From an optimization exercise on the open Yosys and OpenROAD flow, aimed at small area, a short achievable clock period and few clock cycles per item; shortcuts taken in it are not production practice. At most, simulation tests tie the RTL to the original design; equivalence was not proved. Power is estimated from default activity; no workload was simulated.

// mulDivHazardUnit
module mulDivHazardUnit (
	input logic clock,
	input logic rst,
	input logic ctrlMult,
	input logic ctrlDiv,
	input logic [31:0] operandA,
	input logic [31:0] operandB,
	input logic [4:0] rdIn,
	input logic [4:0] rs1,
	input logic [4:0] rs2,
	input logic [4:0] rd,
	output logic [31:0] result,
	output logic exception,
	output logic resultRdy,
	output logic stall
);
For scale: about 2,200 cells after synthesis, about 140 flip-flops, about 120 I/O pins.
==> flow/config.mk <==
export PLATFORM = sky130hd
export DESIGN_NAME = mulDivHazardUnit
export DESIGN_NICKNAME = mulDivHazardUnit
export VERILOG_FILES = /design/flow/design.v
export SDC_FILE = /design/flow/constraint.sdc
export NUM_CORES = 4
export LEC_CHECK = 0
export ABC_AREA = 1
export CAP_MARGIN = 20
export CORE_MARGIN = 2
export CORE_UTILIZATION = 40
export SETUP_SLACK_MARGIN = 1.5
export SLEW_MARGIN = 20
==> flow/constraint.sdc <==
create_clock -name core_clock -period 6.0 [get_ports {clock}]
set_input_delay 1.2000 -clock core_clock [delete_from_list [all_inputs] [get_ports {clock}]]
set_output_delay 1.2000 -clock core_clock [all_outputs]
set_load 0.01 [all_outputs]
run.sh (not shown) runs the stock make flow with config.mk's settings and CLKGATE_MAP_FILE= SYNTH_SCRIPT=/design/flow/synth_recipe.tcl, a recipe that flattens the netlist after the stock synthesis.
The starting point completed with no timing, DRC or antenna violations.
Testbench counts at the start, summed over its fixed seeds: cycles 3,245, ops 512.
==> next run, changes <==
SETUP_SLACK_MARGIN = 2.0   (was 1.5)
=>
- total power rose by 2.3%
- via count fell by 0.37%
- clock power is about the same

## run 1
mulDivHazardUnit, a different RTL version from the one above (not shown whole).
Size: about 150 flip-flops, about 120 I/O pins, roughly 0.015 mm² of cells after synthesis.
==> flow/config.mk <==
export PLATFORM = sky130hd
export DESIGN_NAME = mulDivHazardUnit
export DESIGN_NICKNAME = mulDivHazardUnit
export VERILOG_FILES = /design/flow/design.v
export SDC_FILE = /design/flow/constraint.sdc
export NUM_CORES = 4
export LEC_CHECK = 0
export CAP_MARGIN = 20
export CORE_MARGIN = 2
export CORE_UTILIZATION = 40
export SETUP_SLACK_MARGIN = 2.0
export SLEW_MARGIN = 20
==> flow/constraint.sdc <==
create_clock -name core_clock -period 6.0 [get_ports {clock}]
set_input_delay 1.2000 -clock core_clock [delete_from_list [all_inputs] [get_ports {clock}]]
set_output_delay 1.2000 -clock core_clock [all_outputs]
set_load 0.01 [all_outputs]
Run 1: no failed stages, no open violations at the end
--- input diff run 1..run 2 ---
- ABC_AREA newly set to 1
On leakage power total: between run 1 and run 2, it ends up higher for run 2. Taking run 1 as the reference, in run 2 first-iteration DRC count rose about 0.9%; detailed-routed wire length on met3 rose 9.0%. Run 2 has synthesized-area fraction occupied by and/or/nand/nor cells above what run 1 had. Of the two candidates, run 1 has the better first-pass GRT wire length and run 2 the worse one. Re area occupied by multi-input gates: run 1 was higher than run 2. Going from run 1 to run 2, total stage count of the critical path down 6, detailed-routing iteration count for the pre-antenna-repair pass -4, ratio of cells with drive above 1 in the final layout has decreased. Every stage of the flow completed for run 2, and the final layout passed the timing, DRC and antenna checks. Sort run 1 and run 2 by sum of buffers and inverters on the critical path, descending, and run 2 comes first. Compared to run 1, run 2 has multiplexer fraction of the synthesized cell area 7.9 points lower.
No run of this note included a check of the RTL's function; only the layout flow was run.

mulDivHazardUnit, a different RTL version from the one above (not shown whole).
Size in the first run: about 2400 cells after synthesis, about 120 I/O pins, ~16000 µm² of cells after synthesis.
clock: 6.0 ns
lec_check: 0
abc_area: 1
cap_margin: 20
core_margin: 2
core_utilization: 40
slew_margin: 20
Edit:
Settings changed: ABC_AREA 1 to unset, SETUP_SLACK_MARGIN set to 2.5.
Effect:
- wire length rises by 21%
- global-route usage rose by 1.8 points
- hold slack loses 3.5 ps
- clock-buffer cell count is higher by 1
Edit:
Settings changed: SETUP_SLACK_MARGIN 2.5 to unset.
Wire length is lower by 16%. Cell area is lower by 21%. Global-route usage shrinks by 4.3 points. Sequential share of layout area increases by 4.3 points. Clock skew is higher by 5.5 ps. Setup slack got worse by 1000 ps.
No functional check of the RTL was part of any run of this note.

== sierra ==
The RTL this note starts from:
==> flow/design.v <==
`timescale 1ns/1ps
module mulDivHazardUnit (
	input logic clock,
	input logic rst,
	input logic ctrlMult,
	input logic ctrlDiv,
	input logic [31:0] operandA,
	input logic [31:0] operandB,
	input logic [4:0] rdIn,
	input logic [4:0] rs1,
	input logic [4:0] rs2,
	input logic [4:0] rd,
	output logic [31:0] result,
	output logic exception,
	output logic resultRdy,
	output logic stall
);
	function automatic logic [4:0] thermLen(logic [31:0] m);
		logic [32:0] t;
		t = {1'b0, m};
		for (int k = 0; k < 5; k++) begin
			thermLen[k] = 1'b0;
			for (int j = 1; (j << k) < 32; j += 2) begin
				thermLen[k] = thermLen[k] | (t[(j << k) - 1] & ~t[((j + 1) << k) - 1]);
			end
		end
	endfunction
	function automatic logic [2:0] booth(logic b1, logic b0, logic bm);
		booth[0] = b0 ^ bm;
		booth[1] = (b1 & ~b0 & ~bm) | (~b1 & b0 & bm);
		booth[2] = b1 & ~(b0 & bm);
	endfunction
	logic busy;
	logic hazEn;
	logic [4:0] dest;
	logic phMul;
	logic phShift;
	logic phDiv;
	logic phFin;
	logic mulRes;
	logic zeroRes;
	logic [4:0] cnt;
	logic inv;
	logic divSb;
	logic negq;
	logic saR;
	logic ovf;
	logic sOvf;
	logic excReg;
	logic [37:0] R;
	logic [33:0] S;
	logic [31:0] Q;
	logic req;
	logic sa;
	logic sb;
	logic [31:0] magA;
	logic [31:0] magB;
	logic [31:0] maskA;
	logic [31:0] maskB;
	logic swap;
	logic dNeg;
	logic bZero;
	logic divTrivial;
	logic [4:0] lenA;
	logic [4:0] lenB;
	logic [6:0] dRaw;
	assign req = ctrlMult | ctrlDiv;
	assign sa = operandA[31];
	assign sb = operandB[31];
	assign magA = operandA ^ {32{sa}};
	assign magB = operandB ^ {32{sb}};
	always_comb begin
		maskA[31] = magA[31];
		maskB[31] = magB[31];
		for (int i = 30; i >= 0; i--) begin
			maskA[i] = maskA[i + 1] | magA[i];
			maskB[i] = maskB[i + 1] | magB[i];
		end
	end
	assign lenA = thermLen(maskA);
	assign lenB = thermLen(maskB);
	logic [7:0] nibA;
	logic [7:0] nibB;
	logic [7:0] nibMaskA;
	always_comb begin
		for (int k = 0; k < 8; k++) begin
			nibA[k] = |magA[4 * k +: 4];
			nibB[k] = |magB[4 * k +: 4];
		end
		nibMaskA[7] = nibA[7];
		for (int k = 6; k >= 0; k--) begin
			nibMaskA[k] = nibMaskA[k + 1] | nibA[k];
		end
	end
	assign swap = |(nibB & ~nibMaskA);
	assign dRaw = {2'b00, lenA} + {6'b0, sa} - {2'b00, lenB};
	assign dNeg = dRaw[6];
	assign bZero = operandB == 32'd0;
	assign divTrivial = bZero | dNeg;
	logic rBadLoose;
	logic rBadStrict;
	logic selQ;
	logic selS1;
	logic selS2;
	logic selZ1;
	logic selZ2;
	logic fy;
	logic fz;
	logic cz;
	logic nz;
	logic [37:0] sExt;
	logic [37:0] x;
	logic [37:0] y;
	logic [37:0] z;
	logic [37:0] csaS;
	logic [37:0] csaC;
	logic [38:0] sumW;
	logic [37:0] sum;
	assign rBadLoose = ~((R[37:31] == 7'h00) | (R[37:31] == 7'h7f) |
		(R[37:0] == 38'h0080000000));
	assign rBadStrict = ~((R[37:31] == 7'h00) | (R[37:31] == 7'h7f));
	assign sExt = {{4{S[33]}}, S};
	assign x = selQ ? 38'd0 : R;
	assign y = (({6'd0, Q} & {38{selQ}}) | (sExt & {38{selS1}}) |
		({sExt[36:0], 1'b0} & {38{selS2}})) ^ {38{fy}};
	assign z = (({sExt[35:0], 2'b00} & {38{selZ1}}) |
		({sExt[34:0], 3'b000} & {38{selZ2}})) ^ {38{fz}};
	assign csaS = x ^ y ^ z;
	assign csaC = {(x[36:0] & y[36:0]) | (x[36:0] & z[36:0]) | (y[36:0] & z[36:0]), fy};
	assign sumW = {csaS, cz} + {csaC, cz};
	assign nz = selS1 | selS2 | selZ1 | selZ2;
	logic [31:0] qAcc;
	logic lookAcc;
	logic [2:0] dA0;
	logic [2:0] dA1;
	logic [2:0] dM0;
	logic [2:0] dM1;
	logic fyDiv;
	logic [2:0] dAa0;
	logic [2:0] dAa1;
	logic [2:0] dAb0;
	logic [2:0] dAb1;
	assign qAcc = swap ? magA : magB;
	assign lookAcc = swap ? sa : sb;
	assign dAa0 = booth(magA[1], magA[0], sa) ^ {sa, 2'b00};
	assign dAa1 = booth(magA[3], magA[2], magA[1]) ^ {sa, 2'b00};
	assign dAb0 = booth(magB[1], magB[0], sb) ^ {sb, 2'b00};
	assign dAb1 = booth(magB[3], magB[2], magB[1]) ^ {sb, 2'b00};
	assign dA0 = swap ? dAa0 : dAb0;
	assign dA1 = swap ? dAa1 : dAb1;
	assign dM0 = booth(Q[5], Q[4], Q[3]);
	assign dM1 = booth(Q[7], Q[6], Q[5]);
	assign fyDiv = ~sum[37] ^ divSb;
	assign sum = sumW[38:1];
	logic [4:0] shAmt;
	logic [33:0] sShl;
	assign shAmt = phMul ? 5'd4 : cnt;
	assign sShl = S << shAmt;
	logic mulLast;
	logic done;
	logic ovfNext;
	assign mulLast = Q[31:3] == 29'd0;
	assign done = (phMul & mulLast) | phFin;
	assign ovfNext = ovf | rBadLoose | (sOvf & nz);
	always_ff @(posedge clock) begin
		if (rst) begin
			busy <= 1'b0;
			hazEn <= 1'b0;
			resultRdy <= 1'b0;
			phMul <= 1'b0;
			phShift <= 1'b0;
			phDiv <= 1'b0;
			phFin <= 1'b0;
		end else begin
			resultRdy <= 1'b0;
			if (!busy) begin
				if (req) begin
					busy <= ctrlMult | ~divTrivial;
					hazEn <= (ctrlMult | ~divTrivial) & (rdIn != 5'd0);
					resultRdy <= ~ctrlMult & divTrivial;
					phMul <= ctrlMult;
					phShift <= ~ctrlMult & ~divTrivial;
				end
			end else begin
				if (done) begin
					busy <= 1'b0;
					hazEn <= 1'b0;
					resultRdy <= 1'b1;
					phMul <= 1'b0;
					phFin <= 1'b0;
				end
				if (phShift) begin
					phShift <= 1'b0;
					phDiv <= 1'b1;
				end
				if (phDiv && cnt == 5'd0) begin
					phDiv <= 1'b0;
					phFin <= 1'b1;
				end
			end
		end
	end
	always_ff @(posedge clock) begin
		if (!busy) begin
			dest <= rdIn;
			ovf <= 1'b0;
			sOvf <= 1'b0;
			inv <= swap ? sa : sb;
			saR <= sa;
			divSb <= sb;
			negq <= sa ^ sb;
			cnt <= dRaw[5] ? 5'd31 : dRaw[4:0];
			mulRes <= ctrlMult;
			zeroRes <= ~ctrlMult & divTrivial;
			excReg <= ~ctrlMult & bZero;
		end else begin
			if (phMul) begin
				ovf <= ovfNext;
				excReg <= ovfNext;
				sOvf <= sOvf | ~((S[33:29] == 5'h00) | (S[33:29] == 5'h1f));
			end
			if (phDiv) begin
				cnt <= cnt - 5'd1;
			end
		end
	end
	always_ff @(posedge clock) begin
		if (!busy) begin
			selQ <= 1'b0;
			selS1 <= ctrlMult & dA0[0];
			selS2 <= ctrlMult & dA0[1];
			selZ1 <= ctrlMult & dA1[0];
			selZ2 <= ctrlMult & dA1[1];
			fy <= ctrlMult & dA0[2];
			fz <= ctrlMult & dA1[2];
			cz <= ctrlMult ? dA1[2] : sa;
		end else if (phMul) begin
			selQ <= 1'b0;
			selS1 <= dM0[0];
			selS2 <= dM0[1];
			selZ1 <= dM1[0];
			selZ2 <= dM1[1];
			fy <= dM0[2] ^ inv;
			fz <= dM1[2] ^ inv;
			cz <= dM1[2] ^ inv;
		end else begin
			selQ <= phDiv & (cnt == 5'd0);
			selS1 <= phShift | (phDiv & (cnt != 5'd0));
			selS2 <= 1'b0;
			selZ1 <= 1'b0;
			selZ2 <= 1'b0;
			fy <= phShift ? ~divSb : ((cnt == 5'd0) ? negq : fyDiv);
			fz <= 1'b0;
			cz <= 1'b0;
		end
	end
	always_ff @(posedge clock) begin
		if (!busy) begin
			S <= (~ctrlMult | swap) ? {{2{sb}}, operandB} : {{2{sa}}, operandA};
			Q <= ctrlMult ? (swap ? magA : magB) : 32'd0;
			R <= ctrlMult ? 38'd0 : {6'd0, magA};
		end else begin
			R <= sum;
			if (phMul) begin
				S <= sShl;
				Q <= {4'h0, Q[31:4]};
			end else begin
				S <= phShift ? sShl : {S[33], S[33:1]};
				Q <= {Q[30:0], phDiv & ~sum[37]};
			end
		end
	end
	assign result = R[31:0] & {32{~zeroRes}};
	assign exception = excReg | (mulRes & rBadStrict);
	assign stall = (busy & req) |
		(hazEn & ((rs1 == dest) | (rs2 == dest) | (rd == dest)));
endmodule
==> flow/config.mk <==
export PLATFORM = sky130hd
export DESIGN_NAME = mulDivHazardUnit
export DESIGN_NICKNAME = mulDivHazardUnit
export VERILOG_FILES = /design/flow/design.v
export SDC_FILE = /design/flow/constraint.sdc
export NUM_CORES = 4
export LEC_CHECK = 0
export ABC_AREA = 1
export CAP_MARGIN = 20
export CORE_MARGIN = 2
export CORE_UTILIZATION = 50
export SETUP_SLACK_MARGIN = 2.0
export SLEW_MARGIN = 20
==> flow/constraint.sdc <==
create_clock -name core_clock -period 6.0 [get_ports {clock}]
set_input_delay 1.2000 -clock core_clock [delete_from_list [all_inputs] [get_ports {clock}]]
set_output_delay 1.2000 -clock core_clock [all_outputs]
set_load 0.01 [all_outputs]
Testbench counts of sierra, summed over its fixed seeds: cycles 3,245, ops 512.
--- input diff sierra..umber ---
- setting GPL_TIMING_DRIVEN to 0 for the first time
- changing CORE_UTILIZATION from 50 to 40
Results
| switching component of the power | umber vs sierra | about 7% higher |. Between sierra and umber, die area is lower for sierra, umber comes in above that. Status: power of the clock network parity (umber, sierra). Between sierra and umber, the flow reports detailed-routing wirelength on met1 increasing by more than 10%. A worst setup path endpoint of cnt[1] is what sierra shows, while cnt[2] belongs to umber. Compared with sierra, number of buffer cells added on primary ports in umber decreased slightly. Looking at sierra and umber, the register share of the cell area is a wash. Cmp umber vs sierra: power higher in umber.
Modified inputs, quartz compared to umber
- GPL_TIMING_DRIVEN: 0 -> unset
## What came out
quartz: final-layout clock buffer total 3 above umber
quartz does better than umber on post-detailed-placement half-perimeter wirelength.
From umber to quartz the numbers moved as follows: post-route fraction of the period consumed by the critical path has decreased; final weighted congestion in routability-driven placement up about 1.3%; sequential power barely changed; count of cells resized by post-cts repair now sits higher; worst setup slack higher.
umber has higher number of buffer and inverter stages on the critical path than quartz.
Share of total power in combinational logic in quartz vs umber: down 1.8 points
## Diff of input files: yarrow against quartz
- a change of SETUP_SLACK_MARGIN from 2.0 to 2.5
### Flow results
On first-pass GRT wire length, yarrow does worse than quartz. yarrow: via count higher than quartz. On fmax, yarrow does worse than quartz. For quartz, the slowest cell on the critical path was sky130_fd_sc_hd__ha_1, unlike yarrow, where it was sky130_fd_sc_hd__clkdlybuf4s50_1. Compared with quartz, yarrow shows a higher multi-input gate share of total cell area. Worst hold slack after final layout: quartz vs yarrow, no meaningful difference.

-- separate check: timing with driven ports --
The results above use ideal ports. As a check the final layouts listed here were re-extracted and re-timed, cells and wires unchanged.
Step 1 sets driving cells, clkbuf_16 on the clock port and buf_2 on the other inputs (assumed; they add their load-dependent delay and slew).
Step 2 also shifts input and output timing later by t, the mid clock arrival at the registers, as if the neighbouring blocks saw the same clock.
a / b / c = ideal ports / drivers / drivers and shift; a / b = the first two.
run	t (ns)	setup slack, ns	worst setup path at the end	latest minus earliest clock arrival (ns)	worst register clock-pin slew, ns
the first run of note 1	0.508	1.542 / 1.573 / 1.065	input to register	0.012 / 0.013	0.07 / 0.07
the second run of note 1	0.485	1.582 / 1.562 / 1.077	input to register	0.016 / 0.016	0.07 / 0.07
run 1	0.512	1.855 / 1.855 / 1.585	input to register	0.026 / 0.027	0.09 / 0.09
run 2	0.516	2.137 / 2.111 / 1.716	input to register	0.013 / 0.013	0.08 / 0.08
the first run of note 3	0.522	0.929 / 0.929 / 0.929	register to register	0.023 / 0.023	0.07 / 0.07
the second run of note 3	0.518	1.873 / 1.873 / 1.734	input to register	0.009 / 0.009	0.07 / 0.07
the third run of note 3	0.510	0.844 / 0.844 / 0.432	input to register	0.014 / 0.014	0.07 / 0.07
sierra	0.498	1.643 / 1.521 / 1.023	input to register	0.014 / 0.014	0.07 / 0.07
umber	0.508	1.311 / 1.318 / 0.810	input to register	0.013 / 0.012	0.07 / 0.07
quartz	0.499	1.642 / 1.494 / 0.995	input to register	0.018 / 0.018	0.08 / 0.08
yarrow	0.503	1.629 / 1.496 / 0.993	input to register	0.020 / 0.020	0.08 / 0.08
After both steps setup and hold are still met in every run listed. For quartz, which loses most, drivers alone change the setup slack by -0.148 ns; drivers and shift together by -0.647 ns.
